From an optimization exercise on the open Yosys and OpenROAD flow, aimed at a short achievable clock period and few clock cycles per item; shortcuts taken in it are not production practice.
Only simulation tests tie the RTL to the original design; equivalence was not proved.
Power figures rest on the tool's default switching activity, not on a simulated workload.

==> design/flow/design.v <==
module mips_multicycle #(
  parameter int unsigned IMEM_DEPTH = 32,
  parameter int unsigned DMEM_DEPTH = 32
) (
  input  logic                          clk,
  input  logic                          Reset,
  input  logic                          imem_we,
  input  logic [$clog2(IMEM_DEPTH)-1:0] imem_waddr,
  input  logic [31:0]                   imem_wdata,
  output logic [31:0]                   ALUResult,
  output logic [31:0]                   pc,
  output logic                          instr_done,
  output logic                          illegal
);
  localparam logic [5:0] OpR    = 6'b000000;
  localparam logic [5:0] OpLw   = 6'b100011;
  localparam logic [5:0] OpSw   = 6'b101011;
  localparam logic [5:0] OpBeq  = 6'b000100;
  localparam logic [5:0] OpBne  = 6'b000110;
  localparam logic [5:0] OpJ    = 6'b100110;
  localparam logic [5:0] OpAddi = 6'b101000;
  logic [31:0] imem_q [32];
  logic [31:0] dmem_q [32];
  logic [31:0] rf_q   [32];
  logic [1:0]  pht_q  [32];    
  logic        rst_q;          
  logic [4:0]  fidx_q;         
  logic        mispred;        
  function automatic logic [42:0] fetch_pred(input logic [31:0] w, input logic [4:0] idx,
                                             input logic [1:0] ctr);
    logic [5:0] op;
    logic       br, pr;
    logic [4:0] seq, tgt, nxt, alt;
    op  = w[31:26];
    br  = (op == OpBeq) || (op == OpBne);
    pr  = br && ctr[1];
    seq = idx + 5'd1;
    tgt = idx + 5'd1 + w[4:0];
    if (op == OpJ) nxt = w[4:0];
    else if (pr)   nxt = tgt;
    else           nxt = seq;
    alt = pr ? seq : tgt;
    fetch_pred = {pr, alt, nxt, w};
  endfunction
  logic [42:0] fp_main, fp_alt, fp;
  logic [4:0]  alt_idx_e;
  assign fp_main = fetch_pred(imem_q[fidx_q], fidx_q, pht_q[fidx_q]);
  assign fp_alt  = fetch_pred(imem_q[alt_idx_e], alt_idx_e, pht_q[alt_idx_e]);
  assign fp      = mispred ? fp_alt : fp_main;
  logic        v_d;
  logic [31:0] ir_d, pc_d;
  logic        pred_d;
  logic [4:0]  alt_idx_d;
  logic [5:0]  op_d, fn_d;
  logic [4:0]  rs_d, rt_d, rd_d;
  logic [31:0] imm_d, pc4_d, brt_d, jt_d, pnext_d, alt_pc_d;
  logic        r_ok_d, is_lw_d, is_sw_d, is_beq_d, is_bne_d, is_j_d, is_addi_d, is_nop_d;
  logic        ill_d, wen_d, sub_d, use_imm_d;
  logic [4:0]  dest_d;
  logic [3:0]  lsel_d;         
  assign op_d  = ir_d[31:26];
  assign fn_d  = ir_d[5:0];
  assign rs_d  = ir_d[25:21];
  assign rt_d  = ir_d[20:16];
  assign rd_d  = ir_d[15:11];
  assign imm_d = {{16{ir_d[15]}}, ir_d[15:0]};
  always_comb begin
    r_ok_d = 1'b0;
    sub_d  = 1'b0;
    lsel_d = 4'b0000;
    if (op_d == OpR) begin
      r_ok_d = 1'b1;
      case (fn_d)
        6'b100000: ;
        6'b100010: sub_d = 1'b1;
        6'b100100: lsel_d = 4'b0001;
        6'b100101: lsel_d = 4'b0010;
        6'b100111: lsel_d = 4'b0100;
        6'b101010: begin lsel_d = 4'b1000; sub_d = 1'b1; end
        default:   r_ok_d = 1'b0;
      endcase
    end
  end
  assign is_lw_d   = (op_d == OpLw);
  assign is_sw_d   = (op_d == OpSw);
  assign is_beq_d  = (op_d == OpBeq);
  assign is_bne_d  = (op_d == OpBne);
  assign is_j_d    = (op_d == OpJ);
  assign is_addi_d = (op_d == OpAddi);
  assign is_nop_d  = (ir_d == 32'h0);
  assign ill_d     = !(r_ok_d | is_lw_d | is_sw_d | is_beq_d | is_bne_d | is_j_d |
                       is_addi_d | is_nop_d);
  assign use_imm_d = is_lw_d | is_sw_d | is_addi_d;
  assign dest_d    = r_ok_d ? rd_d : rt_d;
  assign wen_d     = (r_ok_d | is_lw_d | is_addi_d) && (dest_d != 5'd0);
  assign pc4_d    = pc_d + 32'd4;
  assign brt_d    = pc4_d + {imm_d[29:0], 2'b00};
  assign jt_d     = {pc4_d[31:28], ir_d[25:0], 2'b00};
  assign pnext_d  = is_j_d ? jt_d : (pred_d ? brt_d : pc4_d);
  assign alt_pc_d = pred_d ? pc4_d : brt_d;
  logic        v_e, ill_e, pred_e, wen_e, sub_e, is_lw_e, is_sw_e, is_beq_e, is_bne_e;
  logic        upd_alu_e;
  logic [3:0]  lsel_e;
  logic [4:0]  dest_e, idx_e;
  logic [31:0] a_e, b_e, sd_e, pnext_e, alt_pc_e;
  logic [31:0] bx_e, sum_e, alu_e, ld_e, res_e;
  logic [6:0]  ma_e;
  logic        slt_e, eq_e, taken_e;
  assign bx_e  = b_e ^ {32{sub_e}};
  assign sum_e = a_e + bx_e + {31'b0, sub_e};
  assign slt_e = (a_e[31] & ~b_e[31]) | (~(a_e[31] ^ b_e[31]) & sum_e[31]);
  always_comb begin
    case (1'b1)
      lsel_e[0]: alu_e = a_e & b_e;
      lsel_e[1]: alu_e = a_e | b_e;
      lsel_e[2]: alu_e = ~(a_e | b_e);
      lsel_e[3]: alu_e = {31'b0, slt_e};
      default:   alu_e = sum_e;
    endcase
  end
  assign ma_e  = a_e[6:0] + b_e[6:0];
  assign ld_e  = dmem_q[ma_e[6:2]];
  assign res_e = is_lw_e ? ld_e : alu_e;
  assign eq_e    = (a_e == sd_e);
  assign taken_e = (is_beq_e & eq_e) | (is_bne_e & ~eq_e);
  assign mispred = v_e & (is_beq_e | is_bne_e) & (taken_e != pred_e);
  logic [31:0] rs_v, rt_v;
  logic        fwd_a, fwd_b;
  assign fwd_a = v_e & wen_e & (dest_e == rs_d);
  assign fwd_b = v_e & wen_e & (dest_e == rt_d);
  assign rs_v  = fwd_a ? res_e : rf_q[rs_d];
  assign rt_v  = fwd_b ? res_e : rf_q[rt_d];
  always_ff @(posedge clk) rst_q <= Reset;
  always_ff @(posedge clk) begin
    if (!Reset) begin
      fidx_q    <= '0;
      v_d       <= 1'b0;
      pc_d      <= '0;
      v_e       <= 1'b0;
      ill_e     <= 1'b0;
      pc        <= '0;
      ALUResult <= '0;
      for (int i = 0; i < 32; i++) pht_q[i] <= 2'b01;
    end else begin
      fidx_q    <= fp[36:32];
      v_d       <= 1'b1;
      if (mispred)  pc_d <= alt_pc_e;
      else if (v_d) pc_d <= pnext_d;
      v_e   <= v_d & ~mispred;
      ill_e <= v_d & ~mispred & ill_d;
      if (v_e) begin
        pc <= mispred ? alt_pc_e : pnext_e;
        if (upd_alu_e) ALUResult <= alu_e;
        if (is_beq_e | is_bne_e) begin
          if (taken_e && pht_q[idx_e] != 2'b11) pht_q[idx_e] <= pht_q[idx_e] + 2'd1;
          if (!taken_e && pht_q[idx_e] != 2'b00) pht_q[idx_e] <= pht_q[idx_e] - 2'd1;
        end
      end
    end
  end
  always_ff @(posedge clk) begin
    ir_d      <= fp[31:0];
    pred_d    <= fp[42];
    alt_idx_d <= fp[41:37];
    pred_e    <= pred_d;
    wen_e     <= wen_d;
    sub_e     <= sub_d | is_beq_d | is_bne_d;
    lsel_e    <= lsel_d;
    is_lw_e   <= is_lw_d;
    is_sw_e   <= is_sw_d;
    is_beq_e  <= is_beq_d;
    is_bne_e  <= is_bne_d;
    upd_alu_e <= r_ok_d | is_lw_d | is_sw_d | is_addi_d | is_beq_d | is_bne_d;
    dest_e    <= dest_d;
    idx_e     <= pc_d[6:2];
    alt_idx_e <= alt_idx_d;
    pnext_e   <= pnext_d;
    alt_pc_e  <= alt_pc_d;
    a_e       <= rs_v;
    b_e       <= use_imm_d ? imm_d : rt_v;
    sd_e      <= rt_v;
  end
  always_ff @(posedge clk) begin
    if (!rst_q) begin
      for (int i = 0; i < 32; i++) rf_q[i] <= '0;
    end else if (v_e && wen_e) begin
      rf_q[dest_e] <= res_e;
    end
  end
  always_ff @(posedge clk) begin
    if (v_e && is_sw_e) dmem_q[ma_e[6:2]] <= sd_e;
  end
  always_ff @(posedge clk) begin
    if (!Reset && imem_we) imem_q[imem_waddr] <= imem_wdata;
  end
  assign instr_done = v_e;
  assign illegal    = ill_e;
endmodule
==> design/flow/run.sh <==
#!/bin/bash
# synth_recipe.tcl (not shown) runs the flow's synth.tcl, then flattens the netlist and writes it again
# the make line also repeats each setting of config.mk as NAME=value (left out here)
make -C /OpenROAD-flow-scripts/flow DESIGN_CONFIG=/design/flow/config.mk WORK_HOME=/design/flow/orfs CLKGATE_MAP_FILE= SYNTH_SCRIPT=/design/flow/synth_recipe.tcl finish
==> design/flow/config.mk <==
export PLATFORM = sky130hd
export DESIGN_NAME = mips_multicycle
export DESIGN_NICKNAME = mips_multicycle
export VERILOG_FILES = /design/flow/design.v
export SDC_FILE = /design/flow/constraint.sdc
export NUM_CORES = 4
export LEC_CHECK = 0
export CAP_MARGIN = 20
export CORE_MARGIN = 2
export CORE_UTILIZATION = 40
export PLACE_DENSITY = 0.6
export SLEW_MARGIN = 20
==> design/flow/constraint.sdc <==
create_clock -name core_clock -period 7.0 [get_ports {clk}]
set_input_delay 1.4000 -clock core_clock [delete_from_list [all_inputs] [get_ports {clk}]]
set_output_delay 1.4000 -clock core_clock [all_outputs]
set_load 0.01 [all_outputs]
==> summary.txt <==
through the flow:
step	hold slack [ps]	setup slack, ps	total power [W]	area [um^2]
floorplan	309.6	2440	0.05167	159000
global placement	310.2	1671	0.06521	167400
detailed placement	311.8	1605	0.06562	167400
CTS	323.9	1517	0.08452	179000
global route	330.9	1227	0.08753	179000
finish	324.2	1358	0.08473	179000
state kept, by name, indices dropped and copies added, names as in the netlist, 4 cells and up:
name       cells
rf_q        1024
idx_e          5
alt_idx_e      5
pc            32
fidx_q         5
b_e           32
sd_e          32
lsel_e         4
pnext_e       32
ir_d          32
pc_d          32
alt_idx_d      5
alt_pc_e      32
dmem_q      1024
a_e           32
pht_q         64
dest_e         5
imem_q      1024
ALUResult     32
worst max-delay path: stages (launching register included):
cell and delay, ps:
sky130_fd_sc_hd__dfxtp_2 430, sky130_fd_sc_hd__buf_4 500, sky130_fd_sc_hd__xor2_1 200, sky130_fd_sc_hd__fa_1 440, sky130_fd_sc_hd__a21oi_1 220, sky130_fd_sc_hd__o21ai_0 210, sky130_fd_sc_hd__a211o_1 380, sky130_fd_sc_hd__a21oi_1 490
sky130_fd_sc_hd__o21bai_1 220, sky130_fd_sc_hd__a21oi_1 250, sky130_fd_sc_hd__xnor2_1 100, sky130_fd_sc_hd__a221oi_1 730, sky130_fd_sc_hd__mux2_2 930, sky130_fd_sc_hd__nor2_1 130
cells in the mapped netlist (11+ instances only):
cell	instances	area share
sky130_fd_sc_hd__a211oi_1	61	0.0029
sky130_fd_sc_hd__a21o_1	40	0.0019
sky130_fd_sc_hd__a21oi_1	255	0.0080
sky130_fd_sc_hd__a221oi_1	53	0.0029
sky130_fd_sc_hd__a22o_1	34	0.0019
sky130_fd_sc_hd__a22oi_1	61	0.0029
sky130_fd_sc_hd__a31oi_1	19	0.00075
sky130_fd_sc_hd__and2_1	18	0.00071
sky130_fd_sc_hd__and3_1	40	0.0016
sky130_fd_sc_hd__buf_1	142	0.0034
sky130_fd_sc_hd__buf_2	141	0.0044
sky130_fd_sc_hd__buf_4	30	0.0014
sky130_fd_sc_hd__clkbuf_1	452	0.011
sky130_fd_sc_hd__dfxtp_1	329	0.041
sky130_fd_sc_hd__edfxtp_1	3136	0.59
sky130_fd_sc_hd__ha_1	85	0.0067
sky130_fd_sc_hd__inv_1	75	0.0018
sky130_fd_sc_hd__mux2_2	111	0.0079
sky130_fd_sc_hd__mux2i_1	170	0.011
sky130_fd_sc_hd__mux4_2	1496	0.21
sky130_fd_sc_hd__nand2_1	401	0.0095
sky130_fd_sc_hd__nand2b_1	11	0.00043
sky130_fd_sc_hd__nand3_1	56	0.0018
sky130_fd_sc_hd__nand3b_1	12	0.00057
sky130_fd_sc_hd__nand4_1	56	0.0022
sky130_fd_sc_hd__nor2_1	1369	0.032
sky130_fd_sc_hd__nor2b_1	28	0.0011
sky130_fd_sc_hd__nor3_1	83	0.0026
sky130_fd_sc_hd__nor3b_1	11	0.00052
sky130_fd_sc_hd__nor4_1	18	0.00071
sky130_fd_sc_hd__o211ai_1	28	0.0013
sky130_fd_sc_hd__o21a_1	20	0.00094
sky130_fd_sc_hd__o21ai_0	238	0.0075
sky130_fd_sc_hd__o21bai_1	11	0.00052
sky130_fd_sc_hd__o221ai_1	28	0.0015
sky130_fd_sc_hd__o22ai_1	26	0.0010
sky130_fd_sc_hd__o31ai_1	28	0.0013
sky130_fd_sc_hd__or2_2	14	0.00055
sky130_fd_sc_hd__or3_1	16	0.00063
sky130_fd_sc_hd__xnor2_1	89	0.0049
sky130_fd_sc_hd__xor2_1	75	0.0041
cell families after synthesis:
family / synth area share
compound gates: 0.04032
xor+xnor: 0.009241
fa+ha+maj: 0.007195
buf+inv: 0.02170
flops: 0.6339
mux: 0.2306
simple gates: 0.05705
worst paths after layout:
| path | start | to | slack (ps) | cells past startpoint |
|---|---|---|---|---|
| worst min-delay path | alt_idx_d[0] | alt_idx_e[0] | 320 | 0 |
| worst max register to register | sub_e | rf_q[2][18] | 1360 | 13 |
| worst min register to register | alt_idx_d[0] | alt_idx_e[0] | 320 | 0 |
| worst max-delay path | sub_e | rf_q[2][18] | 1360 | 13 |
report_power, final:
group	switching, W	leakage, nW	internal (W)
Sequential	0.00235	32.4	0.0243
Clock	0.00823	5.64	0.0109
Combinational	0.0233	21.2	0.0157
cell type report:
cell class              instances  share of cell area
clock buffers                 487             0.05549
diodes                          7          0.00009784
clock inverters               164            0.008876
flip-flops and latches       3465              0.5634
repair buffers                452             0.02257
well taps                    5242             0.03664
inverters                      77            0.001614
multi-input cells            5191              0.3113
layer usage:
metal	vias up	part of all wire	GRT usage
met5	-	0.00013	0
met1	51130	0.37	0.3334
met3	1260	0.091	0.04095
li1	38280	-	-
met2	5554	0.48	0.4184
met4	10	0.057	0.1275
==> reports/results.ini <==
[clock_tree]
post-cts-setup-buffer-count = 0
cts_inserted_buffers = 356
cts_tree = done
cts_max_path_bufs = 4
ctsRootBufferMaster = sky130_fd_sc_hd__clkbuf_16
cts_htree_levels = 5
cts_hold_repair.buffers = 0
clock_sinks = 3465
cts.reportedPaths.clkPinSlew_ps = 60
post_cts.resized_instances = 0
clk-insertion-delay-late_ps = 980

[yosys]
syn-mean-instance-area_um2 = 16.74
synth_cell_type_count = 88
synth_cells = 9498
synth_sequential_area_ratio = 0.6339
synth-edff-count = 3136
postSynth.topFlopCell = sky130_fd_sc_hd__edfxtp_1
synth_seq_cells = 3465
ys.warnings.count = 1
mappedNetlistArea_um2 = 158900
mappedNetlistNets = 9627
synth_async_sr_flop_share = 0

[outcome]
outcome = complete, no violations

[job]
max_cap_viol_count = 0

[worst_hold_path]
timing.hold.worst.class = reg -> reg

[setup_path]
worst-endpoint-arrival_ps = 6270
worst_setup_path_end_kind = flip-flop
cp_data_required_time_ps = 7630
timing.setup.critical_path_class = reg -> reg
crit_path_max_fanout = 35
timing.critical_path.from_type = flip-flop

[pwr]
ir_worst_vdd_mv = 0.4567
cellLeakagePower_nw = 59.17
power_dens_cells_nw_per_um2 = 473.3

[routing]
routed_wl_um = 520900
antenna_left = 0
detailroute.via_count = 96240
drcViolationCount = 0
drtPass1Iterations = 6
viasPerCell = 6.380
post_drt_wl_per_cell_um = 34.53
detail_route.iter0.violations = 13190

[grt]
grt_antenna_before_repair = 27
grtUsageTotal = 0.2561
total_global_routing_overflow = 0
grt_max_degree = 96
first_pass_grt_wire_length_um = 729800
number_of_global_route_vias_before_repair = 97450

[timing]
relSlewSlack = 0.1686
timing_worst_slew_pin_value_ps = 1240
slew_violations = 0
rsz0062_at_grt = false
setup-tns-final_ps = 0
fmax_mhz = 177.2
fin_crit_share = 0.8060
final.setup_skew_ps = 86.50
finalSetupViolCount = 0
final_hold_vios = 0
final.min_clock_period_ps = 5642

[layout]
layout-drive-gt1-share = 0.2769
final-instance-count-excl-fill = 15090
multiInputGateArea_um2 = 55730
register_area_um2 = 100900
final_nets = 9672
final_cell_mix = sky130_fd_sc_hd__edfxtp_1, sky130_fd_sc_hd__mux4_2, sky130_fd_sc_hd__nor2_1, sky130_fd_sc_hd__clkbuf_16, sky130_fd_sc_hd__nand2_1
layout_commonest_cell = sky130_fd_sc_hd__edfxtp_1
area_growth_syn_to_layout_pct = 12.63
final_core_utilization = 0.4525
filler_cell_count = 33680

[place]
buffer_ports.inserted = 105
gp_congestion = 0.9159
post-dp-hpwl_um = 304200
placed_cells = 14420

[floorplan]
die_area_um2 = 402400
placement_rows = 231
die_outline_width_um = 634.4
ioPinCount = 106
y_dimension_of_the_die_um = 634.4
core_area_um2 = 395700
start_util = 0.4017

Testbench counts, summed over its fixed seeds: cycles 14,574, instrs 14,400.

## static timing again, ports no longer ideal
How much do the figures lean on ideal ports? The routed layout below was timed once more, with nothing changed but the port constraints.
Step 1 (the two cells are an assumption about what drives the block):
set clk [get_ports {clk}]
set_driving_cell -lib_cell sky130_fd_sc_hd__clkbuf_16 $clk
set_driving_cell -lib_cell sky130_fd_sc_hd__buf_2 [delete_from_list [all_inputs] $clk]
Step 2, shift: input delay + t, output delay - t, t = (earliest + latest rising clock arrival at the registers) / 2. This alone moves slack from input paths to output paths.
a / b / c = ideal / step 1 / step 2; a / b = the first two.
t, ns: 1.066
slack for setup (ns): 1.358 / 1.358 / 1.358
latest minus earliest clock arrival (ns): 0.087 / 0.087
worst register clock-pin slew, ns: 0.07 / 0.07
cell pins on the clock port's net: 1
After both steps this run still meets setup and hold. The setup slack of this run moves by 0.000 ns with the drivers and by 0.000 ns with both steps.
